This design comes from an exercise in tuning for a short achievable clock period and few clock cycles on the open sky130 flow, not from production work. The RTL was checked by simulation tests, not by an equivalence proof against the original design.

== build 78 ==
==> flow/design.v (excerpt) <==
module mipsCore (
    input  logic                    clk,
    input  logic                    rst_n,
    input  logic [31:0]             instr,
    output logic [32-1:0] instrAddr,
    output logic                    wbValid,
    output logic [4:0]              wbDest,
    output logic [32-1:0] wbData
);
    logic [29:0] pcOut;                  
    logic [29:0] pcInv;                  
    logic [29:0] pcW;
    logic        exWr;                   
    logic        exBr;                   
    logic        exBne;
    logic        exPredT;                
    logic [29:0] exAlt;                  
    logic [31:0] exA;                    
    logic [31:0] exB;                    
    logic [4:0]  exDest;
    logic [4:0]  exSh;
    logic [7:0]  exSel;                  
    logic [31:0] regs [1:31];
    logic [29:0] exPc;                   
    logic        exBack;                 
    logic        lpNew;                  
    logic [29:0] lpNewPc;
    logic [31:0] lpNewX;                 
    logic        lpValid;
    logic [29:0] lpPc;                   
    logic [31:0] lpX;                    
    logic        lpExit;                 
    logic [29:0] pcW1;
    logic [5:0]  op;
    logic [5:0]  fn;
    logic [4:0]  rs, rt, rd;
    logic [15:0] imm;
    logic        isR, isJ, isBeq, isBne, isAddi, isAndi, isOri, useImm;
    logic [7:0]  sel;
    logic [4:0]  dest;
    logic        wr;
    logic        sameReg, isBr, brPredT, brStatic;
    logic [29:0] brTgt, jTgt, pcNext;
    logic [31:0] immExt;
    logic [31:0] rsRead, rtRead;
    logic        mispredict;
    logic [31:0] res;                    
    logic        fwdA, fwdB;
    assign instrAddr = {pcOut, 2'b00};
    assign pcW       = ~pcInv;
    ksAdd #(.W(30), .L(5)) i_pcInc (.a(pcW), .b(30'd0), .cin(1'b1), .sum(pcW1), .cout());
    assign op  = instr[31:26];
    assign rs  = instr[25:21];
    assign rt  = instr[20:16];
    assign rd  = instr[15:11];
    assign fn  = instr[5:0];
    assign imm = instr[15:0];
    assign isR    = (op == 6'h00);
    assign isJ    = (op == 6'h02);
    assign isBeq  = (op == 6'h04);
    assign isBne  = (op == 6'h05);
  ...
Size: roughly 100 I/O pins.
clock: 6.5 ns
lec_check: 0
cap_margin: 20
core_margin: 2
core_utilization: 30
place_density: 0.45
setup_slack_margin: 3.5
slew_margin: 20
tns_end_percent: 100
standard.sh (not shown) runs the stock make flow with config.mk's settings and CLKGATE_MAP_FILE= SYNTH_SCRIPT=/design/flow/synth_recipe.tcl, a recipe that flattens the netlist after the stock synthesis.
==> flow/flow/run.sh <==
#!/bin/bash
# Layout flow: the standard ORFS flow (standard.sh, all steps) with two changes to how
# synthesis maps the logic; registers, constraints and every later step are unchanged.
#  - adders are not extracted into full/half-adder cells (ADDER_MAP_FILE empty), so ABC sees
#    and times the whole adder logic
#  - ABC maps for delay (abc_speed.script here: strash; dch; map -D) instead of ORFS's default
#    script, which recovers area on paths it wrongly believes are short
# Each tool's full output is in orfs/logs/ (ORFS's per-step logs); make's output is in flow_make.log.
set -euo pipefail
W=$PWD
rm -rf "$W/scripts_local"
cp -r "$FLOW_HOME/scripts" "$W/scripts_local"
cp "$W/flow/abc_speed.script" "$W/scripts_local/abc_speed.script"
bash "$W/standard.sh" SCRIPTS_DIR="$W/scripts_local" ADDER_MAP_FILE= finish > "$W/flow_make.log" 2>&1
==> flow/flow/abc_speed.script <==
strash
dch
map -D 1500
buffer -c
topo
stime -c
upsize -c
dnsize -c
Testbench counts of build 78, summed over its fixed seeds: cycles 25,495.
#### Input delta (build 57 over build 78)
- CORE_UTILIZATION: 30 -> 40
- PLACE_DENSITY: 0.45 -> 0.6
- ABC_CLOCK_PERIOD_IN_PS: unset -> 2500
## What came out
When build 57 is set beside build 78, its worst stage delay on the critical path turns out to be 0.10 ns larger. The shortest period the worst path allows in build 57 was higher than what build 78 gave. Taking build 78 as the reference, in build 57 clock-buffer cell count increased 1; via count of the first global-routing pass decreased 396; utilization increased 13 points. Across both runs, antenna cell count was higher for build 57 than for build 78. Hold slack delta (build 57 -> build 78): insignificant. Build 57 ended with more synthesis-to-layout area growth than build 78.
Input-level comparison between build 26 and build 57:
- ABC_CLOCK_PERIOD_IN_PS: 2500 -> unset
- PLACE_DENSITY: 0.6 -> 0.5
- CORE_UTILIZATION: 40 -> 35
### Flow results
In build 26 the initial antenna violation count turned out 6 higher than in build 57.
Against build 57, total wire length after detailed routing in build 26 came out worse.
Post-placement cell area grows slightly when moving from build 57 to build 26.
Result for build 26 and build 57: all clean
Summary — die area, build 26 relative to build 57: higher, by 26,000 um^2.

-- what the ideal ports hide --
The results above use ideal ports. As a check the final layouts listed here were re-extracted and re-timed, cells and wires unchanged. Step 1: set_driving_cell puts a clkbuf_16 on clk and a buf_2 on each other input, an assumption about the parent block. Step 2 adds t to the input delays and takes it off the output delays; t is the mean of the earliest and latest rising clock arrival at the registers after step 1. Input paths then give back, and output paths get back, about the clock's delay inside the block. Slacks: ideal ports / drivers / drivers and shift; pairs: ideal ports / drivers.
| run | t, ns | setup WS [ns] | hold slack, ns | worst slew at a driven data input, ns | pins driven straight from the clock port |
|---|---|---|---|---|---|
| build 78 | 0.936 | 3.152 / 3.111 / 2.174 | 0.324 / 0.324 / 0.324 | 0.26 | 1 |
| build 57 | 0.930 | 3.122 / 2.910 / 1.980 | 0.325 / 0.325 / 0.325 | 0.36 | 1 |
| build 26 | 0.934 | 3.241 / 3.065 / 2.130 | 0.323 / 0.323 / 0.323 | 0.33 | 1 |
After both steps every run listed still meets setup and hold. For build 57, which loses most, drivers alone change the setup slack by -0.212 ns; drivers and shift together by -1.142 ns.
